Background: an optimization exercise with open tools, aiming at small area, a short achievable clock period and few clock cycles per item. Do not read the settings as production practice.
RTL that was checked went through simulation tests only; none was proved equivalent to the original.
Only the layout flow was run in runs 4 and 5; the RTL was not checked for function there.

[flow/constraint.sdc]
create_clock -name core_clock -period 8.0 [get_ports {clk}]
set_input_delay 1.6000 -clock core_clock [delete_from_list [all_inputs] [get_ports {clk}]]
set_output_delay 1.6000 -clock core_clock [all_outputs]
set_load 0.01 [all_outputs]
[flow/config.mk]
export PLATFORM = sky130hd
export DESIGN_NAME = fft8_top
export DESIGN_NICKNAME = fft8_top
export VERILOG_FILES = /design/flow/design.v
export SDC_FILE = /design/flow/constraint.sdc
export NUM_CORES = 4
export LEC_CHECK = 0
export CAP_MARGIN = 20
export CORE_MARGIN = 2
export CORE_UTILIZATION = 65
export SLEW_MARGIN = 20
[flow/run.sh]
#!/bin/bash
# synth_recipe.tcl (not shown) runs the flow's synth.tcl, then flattens the netlist and writes it again
# the make line also repeats each setting of config.mk as NAME=value (left out here)
make -C /OpenROAD-flow-scripts/flow DESIGN_CONFIG=/design/flow/config.mk WORK_HOME=/design/flow/orfs CLKGATE_MAP_FILE= SYNTH_SCRIPT=/design/flow/synth_recipe.tcl finish
[flow/design.v]
package fft8_pkg;
  typedef logic signed [13-1:0] sample_t;
  typedef logic signed [16-1:0] result_t;
  typedef logic [3-1:0] index_t;
endpackage
`timescale 1ns/1ns
module sample_counter (
  input  logic              clk,
  input  logic              rst_n,
  input  logic              hold,
  output fft8_pkg::index_t  count,
  output fft8_pkg::index_t  count_d
);
  assign count_d = hold ? count : count + 1'b1;
  always_ff @(posedge clk or negedge rst_n) begin
    if (!rst_n) begin
      count <= '1;
    end else begin
      count <= count_d;
    end
  end
endmodule
`timescale 1ns/1ns
module frame_ctrl (
  input  logic             clk,
  input  logic             rst_n,
  input  logic             valid_in,
  input  fft8_pkg::index_t count,
  output logic             hold,
  output logic             ready,
  output logic             valid_out
);
  logic ready_q;
  logic act_q;     
  logic mid_q;     
  logic busy;
  logic accept;
  assign ready  = ready_q;
  assign accept = ready_q && valid_in;
  assign busy   = act_q || mid_q || valid_out;
  assign hold   = ready_q && !valid_in && !busy;
  always_ff @(posedge clk or negedge rst_n) begin
    if (!rst_n) begin
      ready_q   <= 1'b1;
      act_q     <= 1'b0;
      mid_q     <= 1'b0;
      valid_out <= 1'b0;
    end else begin
      ready_q <= (count == 3'd6) || hold;
      act_q   <= accept || (act_q && (count != 3'd7));
      if (count == 3'd4) begin
        mid_q     <= act_q;
        valid_out <= mid_q;
      end
    end
  end
endmodule
`timescale 1ns/1ns
module bk_add #(
  parameter int W = 16
) (
  input  logic [W-1:0] a,
  input  logic [W-1:0] b,
  input  logic         ci,
  output logic [W-1:0] s
);
  logic [W-1:0] g, p, gg, pp;
  always_comb begin
    g  = a & b;
    p  = a ^ b;
    gg = g;
    pp = p;
    gg[0] = g[0] | (p[0] & ci);
    for (int l = 0; (2 << l) <= W; l++) begin
      for (int i = (2 << l) - 1; i < W; i += (2 << l)) begin
        gg[i] = gg[i] | (pp[i] & gg[i - (1 << l)]);
        pp[i] = pp[i] & pp[i - (1 << l)];
      end
    end
    for (int l = 4; l >= 0; l--) begin
      for (int i = 3 * (1 << l) - 1; i < W; i += (2 << l)) begin
        gg[i] = gg[i] | (pp[i] & gg[i - (1 << l)]);
        pp[i] = pp[i] & pp[i - (1 << l)];
      end
    end
    s = p ^ {gg[W-2:0], ci};
  end
endmodule
module sdf_stage1 (
  input  logic                      clk,
  input  logic                      rst_n,
  input  fft8_pkg::index_t          count_d,
  input  logic signed [13-1:0] in_re,
  input  logic signed [13-1:0] in_im,
  output logic signed [13:0]   out_re,
  output logic signed [13:0]   out_im
);
  localparam int W  = 13 + 1;
  localparam int W1 = W + 1;
  localparam int W2 = W + 2;
  localparam int W3 = W + 3;
  logic signed [13-1:0] b_re, b_im;
  logic signed [W-1:0]       dl_re [4];
  logic signed [W-1:0]       dl_im [4];
  logic signed [W-1:0]       a_re, a_im, bw_re, bw_im;
  logic [W-1:0]              sum_re, sum_im, dif_re, dif_im;
  logic [W-1:0]              e0, e1;
  logic                      bfly, swap, odd;
  logic signed [W-1:0]       src_re, src_im;
  logic [W:0]                ax, ay, as;
  logic signed [W:0]         sa_q;
  logic signed [W+3:0]       f_d, f_q;
  logic [W+2:0]              m_d;
  logic signed [W-1:0]       t_q;
  always_ff @(posedge clk or negedge rst_n) begin
    if (!rst_n) begin
      {bfly, swap, odd} <= 3'b111;
    end else begin
      {bfly, swap, odd} <= count_d;
    end
  end
  assign a_re  = dl_re[3];
  assign a_im  = dl_im[3];
  assign bw_re = W'(b_re);
  assign bw_im = W'(b_im);
  bk_add #(W) u_sum_re (.a(a_re), .b(bw_re), .ci(1'b0), .s(sum_re));
  bk_add #(W) u_sum_im (.a(a_im), .b(bw_im), .ci(1'b0), .s(sum_im));
  bk_add #(W) u_dif_re (.a(a_re), .b(~bw_re), .ci(!swap), .s(dif_re));
  bk_add #(W) u_dif_im (.a(a_im), .b(~bw_im), .ci(1'b1), .s(dif_im));
  assign e0 = swap ? dif_im : dif_re;
  assign e1 = swap ? ~dif_re : dif_im;
  assign src_re = odd ? dl_re[1] : dl_re[0];
  assign src_im = odd ? dl_im[1] : dl_im[0];
  assign ax = odd ? ~(W1'(src_re)) : W1'(src_re);
  assign ay = W1'(src_im);
  bk_add #(W+1) u_st (.a(ax), .b(ay), .ci(odd), .s(as));
  assign f_d[1:0] = sa_q[1:0];
  bk_add #(W+2) u_x5 (.a(W2'(sa_q >>> 2)), .b(W2'(sa_q)), .ci(1'b0), .s(f_d[W+3:2]));
  bk_add #(W+3) u_x9 (.a(W3'(f_q >>> 3)), .b(W3'(f_q)), .ci(1'b0), .s(m_d));
  always_ff @(posedge clk) begin
    b_re     <= in_re;
    b_im     <= in_im;
    dl_re[0] <= bfly ? e0 : bw_re;
    dl_im[0] <= bfly ? e1 : bw_im;
    for (int i = 1; i < 4; i++) begin
      dl_re[i] <= dl_re[i-1];
      dl_im[i] <= dl_im[i-1];
    end
    sa_q <= as;
    f_q  <= f_d;
    t_q  <= m_d[W+2:3];
    if (bfly) begin
      out_re <= sum_re;
      out_im <= sum_im;
    end else if (odd) begin
      out_re <= t_q;
      out_im <= m_d[W+2:3];
    end else begin
      out_re <= a_re;
      out_im <= a_im;
    end
  end
endmodule
module sdf_stage2 (
  input  logic                      clk,
  input  logic                      rst_n,
  input  fft8_pkg::index_t          count_d,
  input  logic signed [13:0]   in_re,
  input  logic signed [13:0]   in_im,
  output logic signed [13+1:0] out_re,
  output logic signed [13+1:0] out_im
);
  localparam int W = 13 + 2;
  logic signed [W-1:0] dl_re [2];
  logic signed [W-1:0] dl_im [2];
  logic signed [W-1:0] a_re, a_im, b_re, b_im;
  logic [W-1:0]        sum_re, sum_im, dif_re, dif_im;
  logic                bfly, swap;
  always_ff @(posedge clk or negedge rst_n) begin
    if (!rst_n) begin
      bfly <= 1'b1;
      swap <= 1'b0;
    end else begin
      bfly <= (count_d[1] == count_d[0]);
      swap <= (count_d[1:0] == 2'd0);
    end
  end
  assign a_re = dl_re[1];
  assign a_im = dl_im[1];
  assign b_re = W'(in_re);
  assign b_im = W'(in_im);
  bk_add #(W) u_sum_re (.a(a_re), .b(b_re), .ci(1'b0), .s(sum_re));
  bk_add #(W) u_sum_im (.a(a_im), .b(b_im), .ci(1'b0), .s(sum_im));
  bk_add #(W) u_dif_re (.a(a_re), .b(~b_re), .ci(!swap), .s(dif_re));
  bk_add #(W) u_dif_im (.a(a_im), .b(~b_im), .ci(1'b1), .s(dif_im));
  always_ff @(posedge clk) begin
    if (bfly) begin
      dl_re[0] <= swap ? dif_im : dif_re;
      dl_im[0] <= swap ? ~dif_re : dif_im;
      out_re   <= sum_re;
      out_im   <= sum_im;
    end else begin
      dl_re[0] <= b_re;
      dl_im[0] <= b_im;
      out_re   <= a_re;
      out_im   <= a_im;
    end
    dl_re[1] <= dl_re[0];
    dl_im[1] <= dl_im[0];
  end
endmodule
module sdf_stage3 (
  input  logic                      clk,
  input  logic                      rst_n,
  input  fft8_pkg::index_t          count_d,
  input  logic signed [13+1:0] in_re,
  input  logic signed [13+1:0] in_im,
  output fft8_pkg::result_t         out_re,
  output fft8_pkg::result_t         out_im
);
  localparam int W = 16;
  logic signed [W-1:0] dl_re, dl_im;
  logic signed [W-1:0] b_re, b_im;
  logic [W-1:0]        sum_re, sum_im, dif_re, dif_im;
  logic                bfly;
  always_ff @(posedge clk or negedge rst_n) begin
    if (!rst_n) begin
      bfly <= 1'b1;
    end else begin
      bfly <= count_d[0];
    end
  end
  assign b_re = W'(in_re);
  assign b_im = W'(in_im);
  bk_add #(W) u_sum_re (.a(dl_re), .b(b_re), .ci(1'b0), .s(sum_re));
  bk_add #(W) u_sum_im (.a(dl_im), .b(b_im), .ci(1'b0), .s(sum_im));
  bk_add #(W) u_dif_re (.a(dl_re), .b(~b_re), .ci(1'b1), .s(dif_re));
  bk_add #(W) u_dif_im (.a(dl_im), .b(~b_im), .ci(1'b1), .s(dif_im));
  assign out_re = bfly ? sum_re : dl_re;
  assign out_im = bfly ? sum_im : dl_im;
  always_ff @(posedge clk) begin
    dl_re <= bfly ? dif_re : b_re;
    dl_im <= bfly ? dif_im : b_im;
  end
endmodule
`timescale 1ns/1ns
module reorder_buffer (
  input  logic              clk,
  input  logic              rst_n,
  input  fft8_pkg::index_t  count_d,
  input  fft8_pkg::result_t wr_re,
  input  fft8_pkg::result_t wr_im,
  output fft8_pkg::result_t rd_re,
  output fft8_pkg::result_t rd_im
);
  fft8_pkg::result_t line_re [3];
  fft8_pkg::result_t line_im [3];
  logic              direct;
  always_ff @(posedge clk or negedge rst_n) begin
    if (!rst_n) begin
      direct <= 1'b1;
    end else begin
      direct <= count_d[2] && count_d[0];
    end
  end
  always_ff @(posedge clk) begin
    line_re[0] <= direct ? line_re[2] : wr_re;
    line_im[0] <= direct ? line_im[2] : wr_im;
    line_re[1] <= line_re[0];
    line_im[1] <= line_im[0];
    line_re[2] <= line_re[1];
    line_im[2] <= line_im[1];
    rd_re      <= direct ? wr_re : line_re[2];
    rd_im      <= direct ? wr_im : line_im[2];
  end
endmodule
`timescale 1ns/1ns
module fft8_top (
  input  logic              clk,
  input  logic              rst_n,
  input  logic              valid_in,
  input  fft8_pkg::sample_t data_in_re,
  input  fft8_pkg::sample_t data_in_im,
  output logic              ready,
  output logic              valid_out,
  output fft8_pkg::result_t data_out_re,
  output fft8_pkg::result_t data_out_im
);
  fft8_pkg::index_t          count;
  fft8_pkg::index_t          count_d;
  logic                      hold;
  logic signed [13:0]   s1_re, s1_im;
  logic signed [13+1:0] s2_re, s2_im;
  fft8_pkg::result_t         s3_re, s3_im;
  sample_counter u_counter (
    .clk   (clk),
    .rst_n (rst_n),
    .hold  (hold),
    .count   (count),
    .count_d (count_d)
  );
  frame_ctrl u_ctrl (
    .clk       (clk),
    .rst_n     (rst_n),
    .valid_in  (valid_in),
    .count     (count),
    .hold      (hold),
    .ready     (ready),
    .valid_out (valid_out)
  );
  sdf_stage1 u_stage1 (
    .clk    (clk),
    .rst_n  (rst_n),
    .count_d(count_d),
    .in_re  (data_in_re),
    .in_im  (data_in_im),
    .out_re (s1_re),
    .out_im (s1_im)
  );
  sdf_stage2 u_stage2 (
    .clk    (clk),
    .rst_n  (rst_n),
    .count_d(count_d),
    .in_re  (s1_re),
    .in_im  (s1_im),
    .out_re (s2_re),
    .out_im (s2_im)
  );
  sdf_stage3 u_stage3 (
    .clk    (clk),
    .rst_n  (rst_n),
    .count_d(count_d),
    .in_re  (s2_re),
    .in_im  (s2_im),
    .out_re (s3_re),
    .out_im (s3_im)
  );
  reorder_buffer u_reorder (
    .clk    (clk),
    .rst_n  (rst_n),
    .count_d(count_d),
    .wr_re (s3_re),
    .wr_im (s3_im),
    .rd_re (data_out_re),
    .rd_im (data_out_im)
  );
endmodule
==> metrics.log, run 1 <==
[metrics] Worst Skew: roughly 0.017 ns
[metrics] number of gates resized after CTS: 0
[metrics] row count: 66
[metrics] Critical Path Fanout Max: 39
[metrics] Cells after Synth: 2046
[metrics] required time of the critical path: around 8.4 ns
[metrics] Avg Cell Area, Syn: ~11 µm²
[metrics] die area: around 35000 µm²
[metrics] Port Buffers: 62
[metrics] clock latency on the worst-skew pair: ~0.57 ns
[metrics] dpl hpwl: approximately 29000 µm
[metrics] setup TNS: 0 ns
[metrics] total wire length: a little under 40000 µm
[metrics] Area Overhead vs Synth: 11.9%
[metrics] via density per instance: approximately 5.3
[metrics] maximum count of clock buffers along a single path: 3
[metrics] clock tree root driver cell: sky130_fd_sc_hd__clkbuf_16
[metrics] placeable core area: about 33000 µm²
[metrics] H-tree level count: 2
[metrics] post-route fraction of the period consumed by the critical path: between 60% and 70%
[metrics] TritonCTS clock tree: built
[metrics] Final Setup Violations: 0
[metrics] Synth warnings: 18
[metrics] non-filler cells in the finished layout: about 2600
[metrics] Rel. slew slack: a little under two fifths
[metrics] setup bufs post-CTS: 0
[metrics] number of buffers inserted during clock tree synthesis: 47
[metrics] critical path depth: 15
[metrics] average wire per standard cell: between 15 and 20 µm
[metrics] capturing element type of the critical path: flop
[metrics] count of max-cap constraint violations: 0
[metrics] I/O pin count: between 60 and 70
[metrics] critical-path cell list: inv_1 -> a21o_1 -> fa_1 -> a21o_1 -> a21oi_1 -> o21bai_1 -> a21o_1 -> o22a_1 -> a21boi_0 -> o21ai_0 -> fa_1 -> xnor2_1 -> nor2_1 -> o21ai_0 -> o21ai_0
[metrics] clock transition at the register clock pins on the worst setup and hold paths after CTS: 0.06 ns
[metrics] worst min path class: flop to flop
[metrics] run status: finished clean
[metrics] First DRT Iteration DRCs: between 500 and 600
[metrics] number of cells on the worst reg-to-reg path: 15
[metrics] category of the worst setup path launch point: flop
[metrics] hold-critical path depth: 0
[metrics] hold buffers post-CTS: 0
[metrics] placed instance count: between 2000 and 2500
[metrics] Starting Density: between 60 and 70%
[metrics] Max Transition Viols Final: 0
[metrics] total standard cell area after synthesis: approximately 21000 µm²
[metrics] achievable clock frequency: 0.204 GHz
[metrics] first-pass GRT wire length: about 66000 µm
[metrics] number of search-and-repair iterations in the first detailed-routing pass: 5
[metrics] final antenna diode count: 0
[metrics] slowest CP cell: sky130_fd_sc_hd__dfstp_2
[metrics] Sink Count: around 470
[metrics] initial antenna violation count: 0
[metrics] final antenna-violating net count: 0
[metrics] via count of the first global-routing pass: between 10000 and 15000
[metrics] distinct cell type count after synthesis: 64
[metrics] vertical die dimension: around 190 µm
[metrics] slack of the worst reg-to-reg path: between 3 and 4 ns
[metrics] total global routing overflow: 0
[metrics] count of final hold-check violations: 0
[metrics] Die Width: roughly 190 µm
[metrics] largest stage delay on the critical path: between 1 and 1.5 ns
[metrics] RSZ-0062 raised after global routing: no
[metrics] net count after synthesis: around 2400
[metrics] FFs w/ async S/R, synth: 2.11%
[metrics] Residual DRC: 0
[metrics] endpoint arrival time on the critical path: between 5 and 6 ns
[metrics] number of nets in the layout: around 2400
[metrics] slew at the pin with the worst max-slew slack: about 0.93 ns
[metrics] synthesis-stage register bit count: 473
[metrics] sequential fraction of the synthesis area: between 40% and 50%
[metrics] cell class contributing the biggest share of worst-path delay: compound AO/OA/AOI/OAI gates
[metrics] GPL Wtd Cong: 0.836
[metrics] post-route core utilization: about 74%
[metrics] Buffers & Inverters on Critical Path: 1
[metrics] total number of vias: 13537
[metrics] path type of the worst setup path: flop to flop
[metrics] maximum number of pins on one net before global-route repair: approximately 120
[metrics] Tot GR Track Use: a little under a quarter
[metrics] number of enable flip-flop cells after synthesis: 0
[metrics] share of final-layout standard cells stronger than drive strength 1: between 7 and 8%
[metrics] fin crit period: a little under 5 ns
[metrics] most used flip-flop cell after synthesis: sky130_fd_sc_hd__dfxtp_1
logic make-up after synthesis:
kind of cell             share of synthesized area, %
flip-flops                                       44.3
AO/OA/AOI/OAI                                    10.9
AND/OR/NAND/NOR                                  6.65
adder cells (fa/ha/maj)                          21.3
buffers and inverters                            4.98
multiplexers                                     7.29
XOR/XNOR                                         4.52
registers in the layout, summed over array words and instances, names as in the netlist, 18 cells and up:
name and flops:
u_reorder.line_im 48, u_reorder.line_re 48, u_stage1.dl_im 56, u_stage1.dl_re 56
u_stage1.f_q 18, u_stage2.dl_im 30, u_stage2.dl_re 30
cells in the final DEF (no fill, tap or decap), types with 4 or more instances in the layout:
cell type / count
sky130_fd_sc_hd__a211oi_1: 9
sky130_fd_sc_hd__nand2b_1: 17
sky130_fd_sc_hd__nor3_1: 13
sky130_fd_sc_hd__xnor2_1: 80
sky130_fd_sc_hd__clkbuf_16: 48
sky130_fd_sc_hd__mux2_2: 60
sky130_fd_sc_hd__a2111oi_0: 5
sky130_fd_sc_hd__a21o_1: 34
sky130_fd_sc_hd__nor4_1: 5
sky130_fd_sc_hd__o31ai_1: 4
sky130_fd_sc_hd__dfrtp_1: 4
sky130_fd_sc_hd__clkinvlp_4: 7
sky130_fd_sc_hd__inv_1: 208
sky130_fd_sc_hd__clkbuf_1: 8
sky130_fd_sc_hd__clkdlybuf4s50_1: 62
sky130_fd_sc_hd__a31oi_1: 12
sky130_fd_sc_hd__nor2b_1: 10
sky130_fd_sc_hd__clkinv_2: 5
sky130_fd_sc_hd__o21bai_1: 16
sky130_fd_sc_hd__ha_1: 193
sky130_fd_sc_hd__o211ai_1: 8
sky130_fd_sc_hd__dfxtp_1: 463
sky130_fd_sc_hd__clkbuf_8: 10
sky130_fd_sc_hd__o21ai_0: 115
sky130_fd_sc_hd__mux2i_1: 89
sky130_fd_sc_hd__nor2_1: 131
sky130_fd_sc_hd__xor2_1: 29
sky130_fd_sc_hd__o41ai_1: 4
sky130_fd_sc_hd__fa_1: 108
sky130_fd_sc_hd__o21a_1: 8
sky130_fd_sc_hd__buf_4: 6
sky130_fd_sc_hd__bufinv_16: 4
sky130_fd_sc_hd__nand3_1: 9
sky130_fd_sc_hd__a21oi_1: 142
sky130_fd_sc_hd__nand2_1: 136
metrics by stage:
step                worst slack (ns)  hold slack, ns  area (µm²)
floorplan                       3.85           0.310       21500
global placement                3.16           0.310       22400
detailed placement              3.07           0.312       22400
CTS                             3.04           0.322       24000
global route                    2.70           0.328       24000
finish                          3.10           0.321       24000
layer usage:
metal / routed length (µm) / global-route usage (%) / up-vias
met1: 18100 / 30.7 / 6434
met4: 1080 / 7.59 / 0
met5: 0 / 0 / -
met2: 19300 / 41.2 / 168
li1: - / - / 6859
met3: 1160 / 3.25 / 76
worst paths after layout:
| path | start | to |
|---|---|---|
| max reg2reg | u_counter.count[1] | u_stage1.dl_im[0][13] |
| min reg2reg | u_stage1.dl_im[2][11] | u_stage1.dl_im[3][11] |
| max in group asynchronous | rst_n | u_counter.count[1] |
| min in group asynchronous | rst_n | u_ctrl.act_q |
| max | u_counter.count[1] | u_stage1.dl_im[0][13] |
| min | u_stage1.dl_im[2][11] | u_stage1.dl_im[3][11] |
area by class of cell:
class / instances / area [µm²]
multi-input combinational: 1288 / 10900
inverter: 209 / 785
tap: 442 / 553
timing repair buffer: 68 / 666
sequential: 473 / 9540
clock buffer: 66 / 1370
fill: 2371 / 8490
clock inverter: 21 / 239
cell usage after synthesis, types with 3 or more instances:
| cell type | count | area share [%] |
|---|---|---|
| sky130_fd_sc_hd__nor4_1 | 5 | 0.15 |
| sky130_fd_sc_hd__a2111oi_0 | 5 | 0.20 |
| sky130_fd_sc_hd__o211ai_1 | 8 | 0.28 |
| sky130_fd_sc_hd__a221o_2 | 3 | 0.16 |
| sky130_fd_sc_hd__inv_1 | 208 | 3.6 |
| sky130_fd_sc_hd__xor2_1 | 29 | 1.2 |
| sky130_fd_sc_hd__buf_1 | 17 | 0.30 |
| sky130_fd_sc_hd__a31oi_1 | 12 | 0.35 |
| sky130_fd_sc_hd__a221oi_1 | 3 | 0.12 |
| sky130_fd_sc_hd__xnor2_1 | 80 | 3.3 |
| sky130_fd_sc_hd__nand3_1 | 9 | 0.21 |
| sky130_fd_sc_hd__o41ai_1 | 4 | 0.16 |
| sky130_fd_sc_hd__nand4_1 | 3 | 0.087 |
| sky130_fd_sc_hd__a21o_1 | 34 | 1.2 |
| sky130_fd_sc_hd__o21bai_1 | 16 | 0.56 |
| sky130_fd_sc_hd__nor2_1 | 131 | 2.3 |
| sky130_fd_sc_hd__a21oi_1 | 142 | 3.3 |
| sky130_fd_sc_hd__nor3_1 | 13 | 0.30 |
| sky130_fd_sc_hd__o21ba_2 | 3 | 0.14 |
| sky130_fd_sc_hd__nor2b_1 | 10 | 0.29 |
| sky130_fd_sc_hd__mux2i_1 | 89 | 4.1 |
| sky130_fd_sc_hd__o21ai_0 | 115 | 2.7 |
| sky130_fd_sc_hd__dfstp_2 | 6 | 0.73 |
| sky130_fd_sc_hd__o21a_1 | 8 | 0.28 |
| sky130_fd_sc_hd__fa_1 | 108 | 10 |
| sky130_fd_sc_hd__nand2_1 | 136 | 2.4 |
| sky130_fd_sc_hd__a211o_1 | 3 | 0.12 |
| sky130_fd_sc_hd__mux2_2 | 60 | 3.1 |
| sky130_fd_sc_hd__nand2b_1 | 17 | 0.49 |
| sky130_fd_sc_hd__dfrtp_1 | 4 | 0.47 |
| sky130_fd_sc_hd__clkbuf_1 | 58 | 1.0 |
| sky130_fd_sc_hd__ha_1 | 193 | 11 |
| sky130_fd_sc_hd__o31ai_1 | 4 | 0.14 |
| sky130_fd_sc_hd__dfxtp_1 | 463 | 43 |
| sky130_fd_sc_hd__a211oi_1 | 9 | 0.31 |
worst reg2reg max path, delay by kind of cell, from the launching register on:
| kind | cells | cell delay (ns) |
|---|---|---|
| DFF | 1 | 1.03 |
| adders and majority gates | 2 | 0.94 |
| and+or+nand+nor | 1 | 0.06 |
| xor gates and xnor gates | 1 | 0.23 |
| AOI/OAI and AO/OA | 10 | 1.96 |
| buffers and inverters | 1 | 0.54 |
Testbench counts, summed over its fixed seeds: cycles 4,200, frames 512.
==> run 2, diff against run 1 <==
--- a/flow/config.mk
+++ b/flow/config.mk
@@ -10,2 +10,3 @@
 export CORE_UTILIZATION = 65
+export SETUP_SLACK_MARGIN = 4.5
 export SLEW_MARGIN = 20
==> run 2 against run 1 <==
Effect of this change: still clean; register-to-register slack improved by 1.5 ns; die area unchanged; clock skew decreased by 0.0013 ns; hold slack about the same; largest cell class unchanged.
==> metrics.log, run 2 <==
[metrics] initial antenna violation count: 0
[metrics] largest stage delay on the critical path: 0.64 ns
[metrics] most numerous cell on the critical path: sky130_fd_sc_hd__a21o_1
[metrics] maximum count of clock buffers along a single path: 3
[metrics] final antenna diode count: 0
[metrics] Critical Path Fanout Max: 2
[metrics] top cells by area in the synthesized netlist: sky130_fd_sc_hd__dfxtp_1, sky130_fd_sc_hd__ha_1, sky130_fd_sc_hd__fa_1
[metrics] hold buffers post-CTS: 0
[metrics] net count after synthesis: around 2400
[metrics] critical-path cell list: clkinvlp_4 -> a21o_1 -> fa_2 -> a21o_1 -> a21oi_2 -> o21bai_1 -> a21o_1 -> o22a_1 -> a21boi_2 -> o21ai_2 -> fa_2 -> xnor2_2 -> buf_4 -> o211ai_1 -> nand2_1
[metrics] worst min path class: flop to flop
[metrics] count leader, synth: sky130_fd_sc_hd__dfxtp_1
[metrics] hold path startpoint: u_stage2.dl_re[0][9]
[metrics] via count of the first global-routing pass: approximately 14000
[metrics] number of buffers inserted during clock tree synthesis: 47
[metrics] via density per instance: about 5.3
[metrics] most common library cell in the layout ignoring fill and taps: sky130_fd_sc_hd__dfxtp_1
[metrics] post-synthesis adder-cell area fraction: 21.3%
[metrics] H-tree level count: 2
[metrics] Synth warnings: 18
[metrics] total wire length: between 40000 and 50000 µm
[metrics] required time of the critical path: ~8.5 ns
[metrics] TritonCTS clock tree: built
[metrics] r2r startpoint: u_counter.count[1]
[metrics] Port Buffers: between 60 and 70
[metrics] top cells by instance count after synthesis: sky130_fd_sc_hd__dfxtp_1, sky130_fd_sc_hd__inv_1, sky130_fd_sc_hd__ha_1, sky130_fd_sc_hd__a21oi_1, sky130_fd_sc_hd__nand2_1
[metrics] Die Width: between 150 and 200 µm
[metrics] share of synthesized area spent on multiplexers: between 7 and 8%
[metrics] total number of vias: 13647
[metrics] category of the worst setup path launch point: flop
[metrics] fin crit period: about 3.4 ns
[metrics] count of max-cap constraint violations: 0
[metrics] Cells after Synth: around 2000
[metrics] count of final hold-check violations: 0
[metrics] total global routing overflow: 0
[metrics] main combinational cell family by area after synthesis: adder cells
[metrics] distinct cell type count after synthesis: 64
[metrics] total standard cell area after synthesis: approximately 21000 µm²
[metrics] area share of xor/xnor cells in the synthesized design: around 4.5%
[metrics] Max Transition Viols Final: 0
[metrics] path type of the worst setup path: flop to flop
[metrics] dpl hpwl: between 20000 and 30000 µm
[metrics] number of nets in the layout: around 2400
[metrics] cell class contributing the biggest share of worst-path delay: compound AO/OA/AOI/OAI gates
[metrics] slowest CP cell: sky130_fd_sc_hd__dfstp_4
[metrics] fraction of the mapped netlist area in simple logic gates: ~6.7%
[metrics] vertical die dimension: roughly 190 µm
[metrics] launch point of the worst path: u_counter.count[1]
[metrics] post-route fraction of the period consumed by the critical path: between 40% and 50%
[metrics] clock transition at the register clock pins on the worst setup and hold paths after CTS: roughly 0.060 ns
[metrics] Avg Cell Area, Syn: ~11 µm²
[metrics] First DRT Iteration DRCs: just under 700
[metrics] placeable core area: approximately 33000 µm²
[metrics] clock latency on the worst-skew pair: 0.58 ns
[metrics] Residual DRC: 0
[metrics] run status: finished clean
[metrics] Area Overhead vs Synth: 14.5%
[metrics] Tot GR Track Use: 24.9%
[metrics] most used flip-flop cell after synthesis: sky130_fd_sc_hd__dfxtp_1
[metrics] clock tree root driver cell: sky130_fd_sc_hd__clkbuf_16
[metrics] number of search-and-repair iterations in the first detailed-routing pass: 5
[metrics] Rel. slew slack: 37.4%
[metrics] GPL Wtd Cong: between 0.8 and 0.9
[metrics] FFs w/ async S/R, synth: 2.11%
[metrics] I/O pin count: 63
[metrics] synthesis-stage register bit count: between 400 and 500
[metrics] number of inserted filler cells in the final layout: 2330
[metrics] Final Setup Violations: 0
[metrics] share of final-layout standard cells stronger than drive strength 1: approximately 11%
[metrics] cell type with the largest total area after synthesis: sky130_fd_sc_hd__dfxtp_1
[metrics] Worst Skew: 0.0153 ns
[metrics] capturing element type of the critical path: flop
[metrics] complex-gate fraction of the synthesized area: between 10% and 20%
[metrics] commonest non-fill, non-tap cells in the layout: sky130_fd_sc_hd__dfxtp_1, sky130_fd_sc_hd__inv_1, sky130_fd_sc_hd__ha_1
[metrics] achievable clock frequency: 0.293 GHz
[metrics] setup TNS: 0 ns
[metrics] minimum setup slack in the final design: 4.58 ns
[metrics] die area: about 35000 µm²
[metrics] first-pass GRT wire length: between 60000 and 70000 µm
[metrics] Buffers & Inverters on Critical Path: 2
[metrics] row count: 66
[metrics] slew at the pin with the worst max-slew slack: 0.939 ns
[metrics] setup slack at placement: between 3 and 4 ns
[metrics] post-synth top area share: approximately 43%
[metrics] endpoint arrival time on the critical path: 3.89 ns
[metrics] maximum number of pins on one net before global-route repair: ~120
[metrics] average wire per standard cell: roughly 16 µm
[metrics] RSZ-0062 raised after global routing: yes
[metrics] Sink Count: 473
[metrics] sequential fraction of the synthesis area: 44.3%
[metrics] top flop regs: u_stage1.dl_im (56), u_stage1.dl_re (56)
[metrics] Starting Density: roughly 66%
[metrics] number of enable flip-flop cells after synthesis: 0
[metrics] final antenna-violating net count: 0
[run 2: changes by cell type in the layout (fill, tap and decap cells not counted), moves of 5 or more]
cell / change
sky130_fd_sc_hd__fa_2: +8
sky130_fd_sc_hd__o21ai_0: -5
sky130_fd_sc_hd__bufinv_16: +6
sky130_fd_sc_hd__clkinv_2: +7
sky130_fd_sc_hd__buf_4: +14
sky130_fd_sc_hd__clkbuf_1: -6
sky130_fd_sc_hd__fa_1: -8
[run 2: worst paths after layout]
kind / slack, ns / endpoint / cells after the start
min in group asynchronous: 1.35 / u_ctrl.mid_q / 1
worst max-delay path: 4.58 / u_stage1.dl_re[0][13] / 15
max in group asynchronous: 6.30 / u_stage2.bfly / 1
worst max register to register: 4.58 / u_stage1.dl_re[0][13] / 15
worst min register to register: 0.32 / u_stage2.dl_re[1][9] / 0
worst min-delay path: 0.32 / u_stage2.dl_re[1][9] / 0
[run 2: repair_timing]
item / 4_1_cts / 5_1_grt
pin swaps: 3 / 22
cloned: 1 / 0
endpoints found under the setup margin: 46 / 30
buffers inserted: 11 / 10
gates resized for setup: 19 / 37
[run 2: layout make-up]
class / instances / area (µm²) / area share [%]
multi-input cells: 1288 / 11100 / 45.1
flip-flops and latches: 473 / 9540 / 38.8
clock buffers: 58 / 1330 / 5.40
repair buffers: 88 / 855 / 3.47
inverters: 209 / 792 / 3.22
well taps: 442 / 553 / 2.25
clock inverters: 30 / 438 / 1.78
repair inverters: 1 / 5.00 / 0.0203
[run 2: kinds of logic after synthesis]
kind of cell	after synthesis
flip-flops	473
AO/OA/AOI/OAI	391
AND/OR/NAND/NOR	337
adder cells (fa/ha/maj)	301
buffers and inverters	285
multiplexers	149
XOR/XNOR	110
[run 2: through the flow]
stage / hold slack, ns / cell area (µm²) / util, % / std cells
floorplan: 0.310 / 21500 / - / 2046
global route: 0.320 / 24600 / 75.7 / 2589
detailed placement: 0.312 / 22400 / 69.0 / 2479
CTS: 0.317 / 24400 / 75.0 / 2579
global placement: 0.310 / 22400 / 69.0 / 2479
finish: 0.321 / 24600 / 75.7 / 2589
[run 2: per-layer routing]
| metal | wire (µm) | track usage, % | up-vias | part of all wire (%) |
|---|---|---|---|---|
| met5 | 0 | 0 | - | 0 |
| met1 | 18500 | 31.2 | 6399 | 45 |
| met2 | 20100 | 43.2 | 256 | 49 |
| met4 | 1110 | 8.47 | 0 | 2.7 |
| met3 | 1600 | 4.58 | 84 | 3.9 |
| li1 | - | - | 6908 | - |
==> run 3, diff against run 2 <==
--- a/flow/config.mk
+++ b/flow/config.mk
@@ -9,4 +9,3 @@
 export CORE_MARGIN = 2
-export CORE_UTILIZATION = 65
-export SETUP_SLACK_MARGIN = 4.5
+export CORE_UTILIZATION = 40
 export SLEW_MARGIN = 20
==> run 3 against run 2 <==
Effect of this change: sequential share of layout area up 0.13 points; critical endpoint is now u_stage1.dl_im[0][13]; register-to-register slack worse by 1.0 ns; global-route usage down 9.6 points; hold slack worse by 0.011 ns; non-clock buffer count down 17; clock skew up 0.0039 ns; sequential cell count unchanged; final cell count up 8.9%.
==> metrics.log, run 3 <==
[metrics] run status: finished clean
[metrics] Cells after Synth: roughly 2000
[metrics] launch point of the worst path: u_counter.count[1]
[metrics] number of search-and-repair iterations in the first detailed-routing pass: 5
[metrics] average wire per standard cell: 14.7 µm
[metrics] I/O pin count: 63
[metrics] total standard cell area after synthesis: 21500 µm²
[metrics] capturing element type of the critical path: flop
[metrics] via count of the first global-routing pass: between 10000 and 15000
[metrics] distinct cell type count after synthesis: between 60 and 70
[metrics] vertical die dimension: around 240 µm
[metrics] top flop regs: u_stage1.dl_im (56), u_stage1.dl_re (56)
[metrics] count of final hold-check violations: 0
[metrics] Rel. slew slack: about two fifths
[metrics] clock transition at the register clock pins on the worst setup and hold paths after CTS: about 0.06 ns
[metrics] commonest non-fill, non-tap cells in the layout: sky130_fd_sc_hd__dfxtp_1, sky130_fd_sc_hd__inv_1, sky130_fd_sc_hd__ha_1
[metrics] achievable clock frequency: roughly 0.22 GHz
[metrics] r2r startpoint: u_counter.count[1]
[metrics] number of cells on the worst reg-to-reg path: 17
[metrics] slack of the worst reg-to-reg path: roughly 3.6 ns
[metrics] termination of the worst setup path: u_stage1.dl_im[0][13]
[metrics] sequential fraction of the synthesis area: around 44%
[metrics] minimum setup slack in the final design: 3.55 ns
[metrics] row count: 84
[metrics] GPL Wtd Cong: around 0.86
[metrics] FFs w/ async S/R, synth: 2.11%
[metrics] Final Setup Violations: 0
[metrics] maximum count of clock buffers along a single path: 3
[metrics] critical-path cell list: buf_4 -> inv_1 -> buf_4 -> a21o_1 -> fa_1 -> a21o_1 -> a21oi_1 -> o21bai_1 -> a21o_1 -> o22a_1 -> a21boi_0 -> o21ai_0 -> fa_1 -> xnor2_1 -> nor2_1 -> o21ai_0 -> o21ai_0
[metrics] dpl hpwl: between 30000 and 40000 µm
[metrics] RSZ-0062 raised after global routing: no
[metrics] Sink Count: roughly 470
[metrics] final antenna-violating net count: 0
[metrics] top cells by instance count after synthesis: sky130_fd_sc_hd__dfxtp_1, sky130_fd_sc_hd__inv_1, sky130_fd_sc_hd__ha_1, sky130_fd_sc_hd__a21oi_1, sky130_fd_sc_hd__nand2_1
[metrics] slew at the pin with the worst max-slew slack: between 0.8 and 0.9 ns
[metrics] via density per instance: between 4 and 5
[metrics] TritonCTS clock tree: built
[metrics] setup bufs post-CTS: 0
[metrics] count leader, synth: sky130_fd_sc_hd__dfxtp_1
[metrics] cell type with the largest total area after synthesis: sky130_fd_sc_hd__dfxtp_1
[metrics] required time of the critical path: 8.43 ns
[metrics] number of enable flip-flop cells after synthesis: 0
[metrics] total global routing overflow: 0
[metrics] worst min path class: flop to flop
[metrics] most common library cell in the layout ignoring fill and taps: sky130_fd_sc_hd__dfxtp_1
[metrics] fin crit period: roughly 4.4 ns
[metrics] setup slack at placement: approximately 3.5 ns
[metrics] Tot GR Track Use: ~15%
[metrics] Area Overhead vs Synth: 14.1%
[metrics] hold-critical path depth: 0
[metrics] post-synth top area share: between 40% and 50%
[metrics] total wire length: around 42000 µm
[metrics] most used flip-flop cell after synthesis: sky130_fd_sc_hd__dfxtp_1
[metrics] first-pass GRT wire length: about 70000 µm
[metrics] top cells by area in the synthesized netlist: sky130_fd_sc_hd__dfxtp_1, sky130_fd_sc_hd__ha_1, sky130_fd_sc_hd__fa_1
[metrics] Synth warnings: 18
[metrics] Starting Density: ~41%
[metrics] capture point of the worst reg-to-reg path: u_stage1.dl_im[0][13]
[metrics] setup TNS: 0 ns
[metrics] Port Buffers: between 60 and 70
[metrics] hold buffers post-CTS: 0
[metrics] post-route fraction of the period consumed by the critical path: between 50% and 60%
[metrics] First DRT Iteration DRCs: about 560
[metrics] maximum number of pins on one net before global-route repair: between 90 and 100
[metrics] net count after synthesis: approximately 2400
[metrics] path type of the worst setup path: flop to flop
[metrics] Critical Path Fanout Max: 39
[metrics] synthesis-stage register bit count: approximately 470
[metrics] multi-input gate area in the final layout: ~11000 µm²
[metrics] slowest CP cell: sky130_fd_sc_hd__dfstp_2
[metrics] number of gates resized after CTS: 0
[metrics] Avg Cell Area, Syn: around 11 µm²
[metrics] Residual DRC: 0
[metrics] Max Transition Viols Final: 0
[metrics] number of nets in the layout: between 2000 and 2500
[metrics] initial antenna violation count: 0
[metrics] clock tree root driver cell: sky130_fd_sc_hd__clkbuf_16
[metrics] H-tree level count: 2
[metrics] total number of vias: between 10000 and 15000
[metrics] endpoint arrival time on the critical path: roughly 4.9 ns
[metrics] placeable core area: 52900 µm²
[metrics] share of final-layout standard cells stronger than drive strength 1: about 8%
[metrics] category of the worst setup path launch point: flop
[metrics] count of max-cap constraint violations: 0
[metrics] Worst Skew: 0.0193 ns
[metrics] clock latency on the worst-skew pair: about 0.58 ns
[metrics] final antenna diode count: 0
[metrics] number of buffers inserted during clock tree synthesis: between 40 and 50
[metrics] largest stage delay on the critical path: about 0.5 ns
[metrics] Die Width: 236 µm
[metrics] Sequential cell area: 9540 µm²
[metrics] die area: between 50000 and 60000 µm²
[metrics] number of inserted filler cells in the final layout: a little under 5000
run 3: cell counts after synthesis:
No cell type changed its count.
run 3: worst max-delay path: cells and delay by family (launching register included):
family / cells / cell delay [ns]
AOI/OAI and AO/OA: 10 / 1.86
DFF: 1 / 0.51
xor gates and xnor gates: 1 / 0.21
and+or+nand+nor: 1 / 0.06
buffers and inverters: 3 / 0.69
adders and majority gates: 2 / 0.94
run 3: cell families (layout without fill, tap and decap cells):
kind of cell,after synthesis,after routing,share of synthesized area [%]
simple gates,337,337,6.65
buf+inv,285,370,4.98
fa+ha+maj,301,301,21.3
xor+xnor,110,110,4.52
compound gates,391,391,10.9
flops,473,473,44.3
mux,149,149,7.29
run 3: worst min-delay path by stage:
stage | startpoint | endpoint | slack, ns
after floorplan | u_reorder.line_im[0][0] | u_reorder.line_im[1][0] | 0.31
after global placement | u_reorder.line_im[0][12] | u_reorder.line_im[1][12] | 0.31
after detailed placement | u_reorder.line_re[0][7] | u_reorder.line_re[1][7] | 0.31
after CTS | u_reorder.line_re[0][0] | u_reorder.line_re[1][0] | 0.31
after global routing | u_stage1.dl_im[2][5] | u_stage1.dl_im[3][5] | 0.31
final | u_stage1.dl_im[2][5] | u_stage1.dl_im[3][5] | 0.31
run 3: through the flow:
stage | utilization [%] | area (µm²) | hold slack (ns) | cells
global placement | 43.1 | 22800 | 0.310 | 2729
detailed placement | 43.1 | 22800 | 0.312 | 2729
floorplan | - | 21500 | 0.310 | 2046
finish | 46.4 | 24500 | 0.310 | 2819
CTS | 46.4 | 24500 | 0.306 | 2819
global route | 46.4 | 24500 | 0.307 | 2819
run 3: area by class of cell:
class	count	area share (%)
Sequential cell	473	38.9
Inverter	209	3.20
Timing Repair Buffer	71	2.81
Tap cell	688	3.51
Clock buffer	66	5.80
Clock inverter	24	1.38
Multi-Input combinational cell	1288	44.4
run 3: routing by layer:
metal | GRT usage (%) | share of wire, % | vias up
li1 | - | - | 6858
met1 | 20.2 | 48 | 6295
met2 | 25.6 | 47 | 177
met3 | 2.42 | 3.2 | 66
met4 | 4.57 | 2.2 | 0
met5 | 0 | 0 | -
==> run 4, diff against run 3 <==
--- a/flow/design.v
+++ b/flow/design.v
@@ -91,2 +91,3 @@
   input  logic                      rst_n,
+  input  logic                      hold,
   input  fft8_pkg::index_t          count_d,
@@ -107,3 +108,3 @@
   logic [W-1:0]              e0, e1;
-  logic                      bfly, swap, odd;
+  logic                      bfly, bfly_n, swap, swap_n, odd, odd_n, odd_t;
   logic signed [W-1:0]       src_re, src_im;
@@ -116,5 +117,9 @@
     if (!rst_n) begin
-      {bfly, swap, odd} <= 3'b111;
+      {bfly, swap, odd}       <= 3'b111;
+      {bfly_n, swap_n, odd_n} <= 3'b000;
+      odd_t                   <= 1'b1;
     end else begin
-      {bfly, swap, odd} <= count_d;
+      {bfly, swap, odd}       <= count_d;
+      {bfly_n, swap_n, odd_n} <= ~count_d;
+      odd_t                   <= hold || !odd_t;
     end
@@ -127,11 +132,11 @@
   bk_add #(W) u_sum_im (.a(a_im), .b(bw_im), .ci(1'b0), .s(sum_im));
-  bk_add #(W) u_dif_re (.a(a_re), .b(~bw_re), .ci(!swap), .s(dif_re));
+  bk_add #(W) u_dif_re (.a(a_re), .b(~bw_re), .ci(swap_n), .s(dif_re));
   bk_add #(W) u_dif_im (.a(a_im), .b(~bw_im), .ci(1'b1), .s(dif_im));
   assign e0 = swap ? dif_im : dif_re;
-  assign e1 = swap ? ~dif_re : dif_im;
+  assign e1 = swap_n ? dif_im : ~dif_re;
   assign src_re = odd ? dl_re[1] : dl_re[0];
   assign src_im = odd ? dl_im[1] : dl_im[0];
-  assign ax = odd ? ~(W1'(src_re)) : W1'(src_re);
+  assign ax = odd_n ? W1'(src_re) : ~(W1'(src_re));
   assign ay = W1'(src_im);
-  bk_add #(W+1) u_st (.a(ax), .b(ay), .ci(odd), .s(as));
+  bk_add #(W+1) u_st (.a(ax), .b(ay), .ci(!odd_n), .s(as));
   assign f_d[1:0] = sa_q[1:0];
@@ -151,6 +156,6 @@
     t_q  <= m_d[W+2:3];
-    if (bfly) begin
+    if (!bfly_n) begin
       out_re <= sum_re;
       out_im <= sum_im;
-    end else if (odd) begin
+    end else if (odd_t) begin
       out_re <= t_q;
@@ -166,2 +171,3 @@
   input  logic                      rst_n,
+  input  logic                      hold,
   input  fft8_pkg::index_t          count_d,
@@ -177,10 +183,14 @@
   logic [W-1:0]        sum_re, sum_im, dif_re, dif_im;
-  logic                bfly, swap;
+  logic                bfly, bfly_n, swap, swap_n;
   always_ff @(posedge clk or negedge rst_n) begin
     if (!rst_n) begin
-      bfly <= 1'b1;
-      swap <= 1'b0;
+      bfly   <= 1'b1;
+      bfly_n <= 1'b0;
+      swap   <= 1'b0;
+      swap_n <= 1'b1;
     end else begin
-      bfly <= (count_d[1] == count_d[0]);
-      swap <= (count_d[1:0] == 2'd0);
+      bfly   <= (count_d[1] == count_d[0]);
+      bfly_n <= (count_d[1] != count_d[0]);
+      swap   <= (count_d[1:0] == 2'd0);
+      swap_n <= (count_d[1:0] != 2'd0);
     end
@@ -193,3 +203,3 @@
   bk_add #(W) u_sum_im (.a(a_im), .b(b_im), .ci(1'b0), .s(sum_im));
-  bk_add #(W) u_dif_re (.a(a_re), .b(~b_re), .ci(!swap), .s(dif_re));
+  bk_add #(W) u_dif_re (.a(a_re), .b(~b_re), .ci(swap_n), .s(dif_re));
   bk_add #(W) u_dif_im (.a(a_im), .b(~b_im), .ci(1'b1), .s(dif_im));
@@ -198,5 +208,3 @@
       dl_re[0] <= swap ? dif_im : dif_re;
-      dl_im[0] <= swap ? ~dif_re : dif_im;
-      out_re   <= sum_re;
-      out_im   <= sum_im;
+      dl_im[0] <= swap_n ? dif_im : ~dif_re;
     end else begin
@@ -204,4 +212,9 @@
       dl_im[0] <= b_im;
+    end
+    if (bfly_n) begin
       out_re   <= a_re;
       out_im   <= a_im;
+    end else begin
+      out_re   <= sum_re;
+      out_im   <= sum_im;
     end
@@ -214,2 +227,3 @@
   input  logic                      rst_n,
+  input  logic                      hold,
   input  fft8_pkg::index_t          count_d,
@@ -224,8 +238,10 @@
   logic [W-1:0]        sum_re, sum_im, dif_re, dif_im;
-  logic                bfly;
+  logic                bfly, bfly_n;
   always_ff @(posedge clk or negedge rst_n) begin
     if (!rst_n) begin
-      bfly <= 1'b1;
+      bfly   <= 1'b1;
+      bfly_n <= 1'b0;
     end else begin
-      bfly <= count_d[0];
+      bfly   <= hold || !bfly;
+      bfly_n <= !hold && !bfly_n;
     end
@@ -241,4 +257,4 @@
   always_ff @(posedge clk) begin
-    dl_re <= bfly ? dif_re : b_re;
-    dl_im <= bfly ? dif_im : b_im;
+    dl_re <= bfly_n ? b_re : dif_re;
+    dl_im <= bfly_n ? b_im : dif_im;
   end
@@ -257,8 +273,10 @@
   fft8_pkg::result_t line_im [3];
-  logic              direct;
+  logic              direct, direct_n;
   always_ff @(posedge clk or negedge rst_n) begin
     if (!rst_n) begin
-      direct <= 1'b1;
+      direct   <= 1'b1;
+      direct_n <= 1'b0;
     end else begin
-      direct <= count_d[2] && count_d[0];
+      direct   <= count_d[2] && count_d[0];
+      direct_n <= !(count_d[2] && count_d[0]);
     end
@@ -272,4 +290,4 @@
     line_im[2] <= line_im[1];
-    rd_re      <= direct ? wr_re : line_re[2];
-    rd_im      <= direct ? wr_im : line_im[2];
+    rd_re      <= direct_n ? line_re[2] : wr_re;
+    rd_im      <= direct_n ? line_im[2] : wr_im;
   end
@@ -313,2 +331,3 @@
     .rst_n  (rst_n),
+    .hold   (hold),
     .count_d(count_d),
@@ -322,2 +341,3 @@
     .rst_n  (rst_n),
+    .hold   (hold),
     .count_d(count_d),
@@ -331,2 +351,3 @@
     .rst_n  (rst_n),
+    .hold   (hold),
     .count_d(count_d),
--- a/flow/config.mk
+++ b/flow/config.mk
@@ -9,3 +9,4 @@
 export CORE_MARGIN = 2
-export CORE_UTILIZATION = 40
+export CORE_UTILIZATION = 65
+export SETUP_SLACK_MARGIN = 5.0
 export SLEW_MARGIN = 20
==> run 4 against run 3 <==
Effect of this change: still clean on timing, DRC and antenna; die area is 37% lower; clock skew rose by 0.0020 ns; design area increased by 5.3%; core utilization rose by 31 points; setup slack gained 1.1 ns; critical endpoint is now u_stage1.sa_q[13].
==> metrics.log, run 4 <==
[metrics] run status: finished clean
[metrics] row count: 67
[metrics] number of search-and-repair iterations in the first detailed-routing pass: 5
[metrics] capturing element type of the critical path: flop
[metrics] First DRT Iteration DRCs: around 730
[metrics] initial antenna violation count: 0
[metrics] number of enable flip-flop cells after synthesis: 0
[metrics] maximum count of clock buffers along a single path: 3
[metrics] post-route core utilization: between 70% and 80%
[metrics] most used flip-flop cell after synthesis: sky130_fd_sc_hd__dfxtp_1
[metrics] Sink Count: between 400 and 500
[metrics] top cells by instance count after synthesis: sky130_fd_sc_hd__dfxtp_1, sky130_fd_sc_hd__ha_1, sky130_fd_sc_hd__inv_1, sky130_fd_sc_hd__nand2_1, sky130_fd_sc_hd__o21ai_0
[metrics] clock tree root driver cell: sky130_fd_sc_hd__clkbuf_16
[metrics] Cells after Synth: 2075
[metrics] met3 Usage GRT: under 10%
[metrics] final antenna-violating net count: 0
[metrics] distinct cell type count after synthesis: between 50 and 60
[metrics] GPL Wtd Cong: approximately 0.86
[metrics] average wire per standard cell: roughly 16 µm
[metrics] placeable core area: about 33000 µm²
[metrics] global routing usage on met1: 31.7%
[metrics] dpl hpwl: approximately 30000 µm
[metrics] layer with the highest usage: met2
[metrics] Die Width: 187 µm
[metrics] Avg Cell Area, Syn: ~11 µm²
[metrics] I/O pin count: 63
[metrics] number of nets in the layout: 2510
[metrics] Rel. slew slack: 27.0%
[metrics] Port Buffers: between 60 and 70
[metrics] first-pass GRT wire length: about 72000 µm
[metrics] Tot GR Track Use: between 20% and 30%
[metrics] FFs w/ async S/R, synth: 3.94%
[metrics] Critical Path Fanout Max: 7
[metrics] non-filler cells in the finished layout: around 2700
[metrics] category of the worst setup path launch point: flop
[metrics] capture point of the worst reg-to-reg path: u_stage1.sa_q[13]
[metrics] cell type with the largest total area after synthesis: sky130_fd_sc_hd__dfxtp_1
[metrics] clock transition at the register clock pins on the worst setup and hold paths after CTS: approximately 0.07 ns
[metrics] M2 GR Usage: 45.8%
[metrics] slack of the worst reg-to-reg path: between 4 and 5 ns
[metrics] final antenna diode count: 0
[metrics] clock latency on the worst-skew pair: 0.59 ns
[metrics] sequential fraction of the synthesis area: between 40% and 50%
[metrics] count of max-cap constraint violations: 0
[metrics] Area Overhead vs Synth: 18.1%
[metrics] TritonCTS clock tree: built
[metrics] total standard cell area after synthesis: ~22000 µm²
[metrics] post-route fraction of the period consumed by the critical path: between 40% and 50%
[metrics] total global routing overflow: 0
[metrics] minimum setup slack in the final design: between 4 and 5 ns
[metrics] total number of vias: 14107
[metrics] r2r startpoint: u_counter.count[0]
[metrics] Hold Crit Endpoint: u_stage2.dl_re[1][7]
[metrics] most common library cell in the layout ignoring fill and taps: sky130_fd_sc_hd__dfxtp_1
[metrics] net count after synthesis: 2407
[metrics] commonest non-fill, non-tap cells in the layout: sky130_fd_sc_hd__dfxtp_1, sky130_fd_sc_hd__ha_1, sky130_fd_sc_hd__inv_1
[metrics] top cells by area in the synthesized netlist: sky130_fd_sc_hd__dfxtp_1, sky130_fd_sc_hd__ha_1, sky130_fd_sc_hd__fa_1
[metrics] setup TNS: 0 ns
[metrics] post-synth top area share: a little over two fifths
[metrics] synthesis-stage register bit count: ~480
[metrics] count of final hold-check violations: 0
[metrics] number of buffers inserted during clock tree synthesis: 48
[metrics] Starting Density: between 60 and 70%
[metrics] Worst Skew: between 0.02 and 0.025 ns
[metrics] hold-critical path depth: 0
[metrics] H-tree level count: 2
[metrics] maximum number of pins on one net before global-route repair: 61
[metrics] achievable clock frequency: about 0.3 GHz
[metrics] Residual DRC: 0
[metrics] endpoint arrival time on the critical path: approximately 3.8 ns
[metrics] share of final-layout standard cells stronger than drive strength 1: 17.1%
[metrics] vertical die dimension: approximately 190 µm
[metrics] total wire length: approximately 44000 µm
[metrics] count leader, synth: sky130_fd_sc_hd__dfxtp_1
[metrics] setup slack at placement: 4.11 ns
[metrics] placed instance count: around 2500
[metrics] slew at the pin with the worst max-slew slack: approximately 1.1 ns
[metrics] Final Setup Violations: 0
[metrics] required time of the critical path: between 8 and 9 ns
[metrics] die area: roughly 35000 µm²
[metrics] via density per instance: about 5.3
[metrics] hold path startpoint: u_stage2.dl_re[0][7]
[metrics] top flop regs: u_stage1.dl_im (56), u_stage1.dl_re (56)
[metrics] path type of the worst setup path: flop to flop
[metrics] Max Transition Viols Final: 0
[metrics] via count of the first global-routing pass: ~15000
[metrics] RSZ-0062 raised after global routing: yes
[metrics] number of cells on the worst reg-to-reg path: 11
[metrics] Synth warnings: 18
[metrics] worst min path class: flop to flop
[metrics] fin crit period: between 3 and 4 ns
run 4: cell families after synthesis:
kind of cell / synth area share, %
mux: 7.03
simple gates: 7.36
flops: 44.6
compound gates: 10.5
buf+inv: 4.55
xor+xnor: 4.92
fa+ha+maj: 21.1
run 4: how the worst max path moves through the flow:
| stage | from | end | cells after the start |
|---|---|---|---|
| 5_1_grt | u_counter.count[0] | u_stage1.sa_q[13] | 11 |
| 4_1_cts | u_stage3.dl_im[0] | u_reorder.rd_im[15] | 14 |
| 3_3_place_gp | u_counter.count[0] | u_stage1.sa_q[13] | 11 |
| 2_1_floorplan | u_stage3.dl_im[0] | u_reorder.line_im[0][15] | 14 |
| 6_report | u_counter.count[0] | u_stage1.sa_q[13] | 11 |
| 3_5_place_dp | u_counter.count[0] | u_stage1.sa_q[13] | 11 |
run 4: timing repair:
action,in CTS,in global routing
resized for setup,140,97
setup endpoints to repair,129,93
hold endpoints to repair,0,0
setup buffers,37,27
hold buffers,0,0
pin swaps,61,70
run 4: critical path, cell delays in order (launching register included):
cell and delay [ns]:
sky130_fd_sc_hd__dfstp_4 0.69, sky130_fd_sc_hd__buf_4 0.20, sky130_fd_sc_hd__mux2i_1 0.25, sky130_fd_sc_hd__xor2_1 0.17, sky130_fd_sc_hd__ha_1 0.30, sky130_fd_sc_hd__o21a_1 0.19, sky130_fd_sc_hd__o21ai_0 0.53, sky130_fd_sc_hd__o31ai_2 0.14
sky130_fd_sc_hd__nor3_2 0.19, sky130_fd_sc_hd__a21oi_2 0.07, sky130_fd_sc_hd__fa_2 0.34, sky130_fd_sc_hd__xor2_1 0.16
run 4: routing by layer:
metal,part of all wire (%),vias up
li1,-,7061
met1,44,6794
met2,51,189
met3,2.9,63
met4,2.2,0
met5,0,-
run 4: metrics by stage:
stage,area (µm²),hold WS [ns]
floorplan,22000,0.310
global placement,22900,0.310
detailed placement,22900,0.312
CTS,25300,0.322
global route,25800,0.323
finish,25800,0.320
run 4: area by class of cell:
type / count / area (µm²)
Multi-Input combinational cell: 1330 / 11900
Sequential cell: 482 / 9810
Fill cell: 2275 / 7530
Clock buffer: 67 / 1420
Timing Repair Buffer: 133 / 1170
Inverter: 183 / 687
Tap cell: 448 / 561
Clock inverter: 21 / 307
==> run 5, diff against run 4 <==
--- a/flow/config.mk
+++ b/flow/config.mk
@@ -9,3 +9,3 @@
 export CORE_MARGIN = 2
-export CORE_UTILIZATION = 65
+export CORE_UTILIZATION = 45
 export SETUP_SLACK_MARGIN = 5.0
==> run 5 against run 4 <==
Effect of this change: still clean on timing, DRC and antenna; register-to-register slack lost 0.09 ns; hold slack gained 0.0024 ns; via count fell by 1.2%; sequential share of layout area is essentially flat; sequential cell count did not move; synthesized cell count unchanged; core utilization decreased by 23 points; first-iteration DRC count fell by 23%; global-route usage down 7.3 points; setup slack lost 0.085 ns; critical path type unchanged.
==> metrics.log, run 5 <==
[metrics] Critical Path Fanout Max: 2
[metrics] hold buffers post-CTS: 0
[metrics] area share of xor/xnor cells in the synthesized design: ~5%
[metrics] multi-input gate area in the final layout: 11900 µm²
[metrics] largest stage delay on the critical path: around 0.40 ns
[metrics] slowest CP cell: sky130_fd_sc_hd__o41ai_4
[metrics] Final Setup Violations: 0
[metrics] final antenna-violating net count: 0
[metrics] die area: 50400 µm²
[metrics] row count: 80
[metrics] Die Width: roughly 220 µm
[metrics] RSZ-0062 raised after global routing: yes
[metrics] final antenna diode count: 0
[metrics] first-pass GRT wire length: between 70000 and 80000 µm
[metrics] H-tree level count: 2
[metrics] run status: finished clean
[metrics] cell class contributing the biggest share of worst-path delay: compound AO/OA/AOI/OAI gates
[metrics] count of max-cap constraint violations: 0
[metrics] path type of the worst setup path: flop to flop
[metrics] M2 GR Usage: a little under a third
[metrics] slack of the worst reg-to-reg path: between 4 and 5 ns
[metrics] most used flip-flop cell after synthesis: sky130_fd_sc_hd__dfxtp_1
[metrics] cell type with the largest total area after synthesis: sky130_fd_sc_hd__dfxtp_1
[metrics] Cells after Synth: roughly 2100
[metrics] fin crit period: between 3 and 4 ns
[metrics] Buffers & Inverters on Critical Path: 0
[metrics] post-route fraction of the period consumed by the critical path: 43.0%
[metrics] main combinational cell family by area after synthesis: adder cells
[metrics] Tot GR Track Use: between 10% and 20%
[metrics] slew at the pin with the worst max-slew slack: about 1.0 ns
[metrics] top flop regs: u_stage1.dl_im (56), u_stage1.dl_re (56)
[metrics] FFs w/ async S/R, synth: under 10%
[metrics] sequential fraction of the synthesis area: between 40 and 50%
[metrics] endpoint arrival time on the critical path: between 3 and 4 ns
[metrics] Sink Count: approximately 480
[metrics] post-synth top area share: about 42%
[metrics] number of nets in the layout: around 2500
[metrics] fraction of the mapped netlist area in simple logic gates: 7.36%
[metrics] Sequential cell area: slightly below 10000 µm²
[metrics] Rel. slew slack: between 30 and 40%
[metrics] Area Overhead vs Synth: 18.1%
[metrics] via count of the first global-routing pass: between 10000 and 15000
[metrics] dpl hpwl: around 31000 µm
[metrics] worst min path class: flop to flop
[metrics] number of enable flip-flop cells after synthesis: 0
[metrics] initial antenna violation count: 0
[metrics] via density per instance: about 4.9
[metrics] Max Transition Viols Final: 0
[metrics] required time of the critical path: between 8 and 9 ns
[metrics] achievable clock frequency: 0.291 GHz
[metrics] post-synthesis adder-cell area fraction: between 20% and 30%
[metrics] Port Buffers: between 60 and 70
[metrics] count of final hold-check violations: 0
[metrics] total standard cell area after synthesis: 21900 µm²
[metrics] number of inserted filler cells in the final layout: roughly 4200
[metrics] total wire length: 44600 µm
[metrics] Residual DRC: 0
[metrics] top cells by instance count after synthesis: sky130_fd_sc_hd__dfxtp_1, sky130_fd_sc_hd__ha_1, sky130_fd_sc_hd__inv_1, sky130_fd_sc_hd__nand2_1, sky130_fd_sc_hd__o21ai_0
[metrics] share of final-layout standard cells stronger than drive strength 1: roughly 17%
[metrics] placeable core area: between 40000 and 50000 µm²
[metrics] number of search-and-repair iterations in the first detailed-routing pass: 5
[metrics] top cells by area in the synthesized netlist: sky130_fd_sc_hd__dfxtp_1, sky130_fd_sc_hd__ha_1, sky130_fd_sc_hd__fa_1
[metrics] most numerous cell on the critical path: sky130_fd_sc_hd__fa_2
[metrics] category of the worst setup path launch point: flop
[metrics] Avg Cell Area, Syn: 10.5 µm²
[metrics] GPL Wtd Cong: about 0.83
[metrics] capturing element type of the critical path: flop
[metrics] critical-path cell list: ha_4 -> fa_2 -> nor2b_4 -> o21bai_4 -> a21oi_4 -> o41ai_4 -> o31ai_4 -> o31a_1 -> a221o_1 -> fa_2 -> xor2_1 -> nand2_1 -> xnor2_2 -> mux2_2
[metrics] total global routing overflow: 0
[metrics] total number of vias: ~14000
[metrics] Worst Skew: 0.0236 ns
[metrics] clock latency on the worst-skew pair: between 0.6 and 0.7 ns
[metrics] met3 Usage GRT: ~2.4%
[metrics] TritonCTS clock tree: built
[metrics] number of buffers inserted during clock tree synthesis: 51
[metrics] share of synthesized area spent on multiplexers: 7.03%
[metrics] layer with the highest usage: met2
[metrics] global routing usage on met1: between 20% and 30%
[metrics] commonest non-fill, non-tap cells in the layout: sky130_fd_sc_hd__dfxtp_1, sky130_fd_sc_hd__ha_1, sky130_fd_sc_hd__inv_1
[metrics] complex-gate fraction of the synthesized area: roughly a tenth
[metrics] maximum number of pins on one net before global-route repair: 62
[metrics] maximum count of clock buffers along a single path: 3
[metrics] most common library cell in the layout ignoring fill and taps: sky130_fd_sc_hd__dfxtp_1
[metrics] clock tree root driver cell: sky130_fd_sc_hd__clkbuf_16
[metrics] final standard cell area without fillers: about 26000 µm²
[metrics] First DRT Iteration DRCs: approximately 560
[metrics] Starting Density: a little under half
[metrics] I/O pin count: 63
[metrics] Synth warnings: 18
[metrics] setup TNS: 0 ns
[metrics] count leader, synth: sky130_fd_sc_hd__dfxtp_1
[metrics] net count after synthesis: between 2000 and 2500
[metrics] cell area reported after detailed placement: roughly 23000 µm²
[metrics] synthesis-stage register bit count: roughly 480
[metrics] vertical die dimension: 225 µm
[metrics] clock transition at the register clock pins on the worst setup and hold paths after CTS: 0.06 ns
[metrics] average wire per standard cell: ~16 µm
[metrics] distinct cell type count after synthesis: 57
==> run 5: cell counts after synthesis <==
No cell type changed its count.
==> run 5: final timing paths <==
check / endpoint / cells after the start / from
worst max-delay path: u_reorder.rd_im[15] / 14 / u_stage2.out_im[0]
min in group asynchronous: u_ctrl.valid_out / 1 / rst_n
worst max register to register: u_reorder.rd_im[15] / 14 / u_stage2.out_im[0]
max in group asynchronous: u_stage3.bfly_n / 1 / rst_n
worst min-delay path: u_reorder.line_im[2][9] / 0 / u_reorder.line_im[1][9]
worst min register to register: u_reorder.line_im[2][9] / 0 / u_reorder.line_im[1][9]
==> run 5: metrics by stage <==
step	setup WS [ns]	utilization [%]	hold slack, ns	std cells
after floorplan	4.67	-	0.310	2075
after global placement	4.25	48.3	0.310	2679
after detailed placement	4.23	48.3	0.312	2679
after CTS	4.53	53.1	0.323	2805
after global routing	4.41	54.0	0.328	2824
final	4.56	54.0	0.323	2824
==> run 5: logic make-up after synthesis <==
group,after synthesis
AOI/OAI and AO/OA,381
xor gates and xnor gates,123
adders and majority gates,303
buffers and inverters,263
DFF,482
muxes,146
and+or+nand+nor,377
==> run 5: layer usage <==
metal  wire length (µm)  part of all wire [%]  up-vias
li1                   -                     -     7032
met1              20900                    47     6644
met2              21300                    48      182
met3               1270                   2.8       78
met4               1240                   2.8        0
met5                  0                     0        -
==> run 5: what timing repair did <==
item / 4_1_cts / 5_1_grt
gates cloned: 1 / 0
endpoints found under the setup margin: 128 / 93
setup buffers: 30 / 19
resized for setup: 158 / 73
pin swaps: 71 / 57
==> run 5: final cells by class <==
class | count | area share (%)
multi-input cells | 1330 | 45.9
inverters | 183 | 2.66
clock inverters | 21 | 0.610
repair buffers | 119 | 4.11
flip-flops and latches | 482 | 37.9
clock buffers | 74 | 5.81
well taps | 615 | 2.98

==> separate check: timing with driven ports <==
In the flow no input, the clock included, has a driving cell. The finished layouts below were timed again as built, in two steps.
Step 1 sets driving cells, clkbuf_16 on the clock port and buf_2 on the other inputs (assumed; they add their load-dependent delay and slew).
Step 2 also shifts input and output timing later by t, the mid clock arrival at the registers, as if the neighbouring blocks saw the same clock.
Three values: ideal, step 1, step 2; two values: the first two.
run | t, ns | slack for setup (ns) | worst setup path at the end | worst register clock-pin slew, ns
run 1 | 0.611 | 3.100 / 3.100 / 3.100 | register to register | 0.06 / 0.06
run 2 | 0.631 | 4.583 / 4.583 / 4.583 | register to register | 0.07 / 0.07
run 3 | 0.629 | 3.554 / 3.554 / 3.554 | register to register | 0.06 / 0.06
run 4 | 0.635 | 4.647 / 4.647 / 4.494 | input to register | 0.07 / 0.07
run 5 | 0.645 | 4.562 / 4.562 / 4.512 | input to register | 0.06 / 0.06
After both steps setup and hold are still met in every run listed. The setup slack of run 4, which loses most, moves by 0.000 ns with the drivers and by -0.153 ns with both steps.
